Context: an optimization exercise on an open-source flow, tuned for small area. The choices shown serve that exercise and are no tape-out recipe.
Function was checked by simulation only, so behaviour that the tests miss may differ from the original.
Power figures rest on the tool's default switching activity, not on a simulated workload.

red:
// dma_rx_dmux
module dma_rx_dmux (
   input  logic                        clk,
   input  logic                        rst,
   input  logic                        in_valid,
   output logic                        in_ready,
   input  logic [64-1:0]         in_tdata,
   input  logic [64/8-1:0]       in_tkeep,
   input  logic                        in_tlast,
   input  logic [2:0]                  in_egr_port,
   input  logic                        in_mcast_en,
   input  logic [3-1:0]          in_mcast_port,
   output logic [3-1:0]          dma_valid,
   output logic [3*64-1:0] dma_tdata,
   output logic [3*64/8-1:0] dma_tkeep,
   output logic [3-1:0]          dma_tlast,
   input  logic [3-1:0]          dma_ready,
   input  logic [8-1:0]      avmm_address,
   input  logic                        avmm_read,
   input  logic                        avmm_write,
   input  logic [32-1:0]      avmm_writedata,
   input  logic [32/8-1:0]    avmm_byteenable,
   output logic [32-1:0]      avmm_readdata,
   output logic                        avmm_readdatavalid,
   output logic [3-1:0]          drop_event
);
   localparam int OW = 4;
   logic [3-1:0]   cfg_drop_en;
   logic [8*3-1:0] cfg_threshold;
   logic [3-1:0]   room;
   logic                 accept;
   logic                 phase;
   logic [64-1:0]  in_tdata_enc;
   logic [64/8-1:0] in_tkeep_enc;
   assign in_ready = &room;
   assign accept   = in_valid & in_ready;
   always_ff @(posedge clk) begin
      if (rst)
         phase <= 1'b0;
      else
         phase <= ~phase;
   end
   assign in_tdata_enc = in_tdata ^ {64{phase}};
   assign in_tkeep_enc = in_tkeep ^ {(64/8){phase}};
   dma_rx_csr u_csr (
      .clk                (clk),
      .rst                (rst),
      .avmm_address       (avmm_address),
      .avmm_read          (avmm_read),
      .avmm_write         (avmm_write),
      .avmm_writedata     (avmm_writedata),
      .avmm_byteenable    (avmm_byteenable),
      .avmm_readdata      (avmm_readdata),
      .avmm_readdatavalid (avmm_readdatavalid),
      .cfg_drop_en        (cfg_drop_en),
      .cfg_threshold      (cfg_threshold)
   );
   for (genvar c = 0; c < 3; c++) begin : gen_chan
      logic                  wr;
  ...
==> flow/config.mk <==
export PLATFORM = sky130hd
export DESIGN_NAME = dma_rx_dmux
export DESIGN_NICKNAME = dma_rx_dmux
export VERILOG_FILES = /design/flow/design.v
export SDC_FILE = /design/flow/constraint.sdc
export NUM_CORES = 4
export LEC_CHECK = 0
export CAP_MARGIN = 10
export CELL_PAD_IN_SITES_DETAIL_PLACEMENT = 1
export CELL_PAD_IN_SITES_GLOBAL_PLACEMENT = 1
export CORE_MARGIN = 2
export CORE_UTILIZATION = 55
export PLACE_DENSITY = 0.8
export SLEW_MARGIN = 10
export SYNTH_HIERARCHICAL = 1
==> flow/constraint.sdc <==
create_clock -name core_clock -period 6.0 [get_ports {clk}]
set_input_delay 1.2000 -clock core_clock [delete_from_list [all_inputs] [get_ports {clk}]]
set_output_delay 1.2000 -clock core_clock [all_outputs]
set_load 0.01 [all_outputs]
standard.sh (not shown) runs the stock make flow with config.mk's settings and CLKGATE_MAP_FILE= SYNTH_SCRIPT=/design/flow/synth_recipe.tcl, a recipe that flattens the netlist after the stock synthesis.
==> flow/flow/run.sh <==
#!/bin/bash
# Standard ORFS layout (the standard.sh) with two changes:
#  - port buffers use the smallest buffer cell instead of ORFS's default pick
#  - CTS uses small clock buffers, small sink clusters and no dummy loads
set -euo pipefail
export BUFFER_PORTS_ARGS="-buffer_cell sky130_fd_sc_hd__buf_1"
export CTS_ARGS="-sink_clustering_enable -repair_clock_nets -dont_use_dummy_load -buf_list sky130_fd_sc_hd__clkbuf_4 -sink_clustering_size 9 -sink_clustering_max_diameter 30"
bash standard.sh finish > flow_make.log 2>&1
red completed end to end with timing, DRC and antenna clean.
Here is what was changed in the inputs of blue compared with red.
- changing SLEW_MARGIN from 10 to 5
- changing CAP_MARGIN from 10 to 5
Results
- The final layouts of blue and red pass the timing, DRC and antenna checks.
- Re global-route track usage on met3: no difference whatsoever between red and blue.
- There was hardly any difference in power density over cell area between blue and red.
- [compare] base=red new=blue: routed wire length level, post-synthesis area per instance has remained practically unchanged, combinational power held steady.
- blue -> red: number of fill cells in the layout flat
- On final design utilization, blue and red are basically level.
- On growth of design area from synthesis to finish, blue and red are basically level.
- As far as total power draw is concerned, blue and red perform about the same.

==> port drivers added, routing unchanged <==
The flow's constraints put no driver on any port. The routed layouts listed below were extracted and timed again, unchanged, in two steps.
Step 1: set_driving_cell puts a clkbuf_16 on clk and a buf_2 on each other input, an assumption about the parent block.
Step 2 adds t to the input delays and takes it off the output delays; t is the mean of the earliest and latest rising clock arrival at the registers after step 1. Input paths then give back, and output paths get back, about the clock's delay inside the block.
a / b / c = ideal ports / drivers / drivers and shift; a / b = the first two.
| run | t (ns) | setup slack, ns | latest minus earliest clock arrival (ns) | pins driven straight from the clock port |
|---|---|---|---|---|
| red | 1.524 | 0.863 / 0.863 / 0.570 | 0.194 / 0.193 | 1 |
| blue | 1.534 | 0.876 / 0.876 / 0.576 | 0.204 / 0.203 | 1 |
After both steps every run listed still meets setup and hold. The setup slack of blue, which loses most, moves by 0.000 ns with the drivers and by -0.300 ns with both steps.
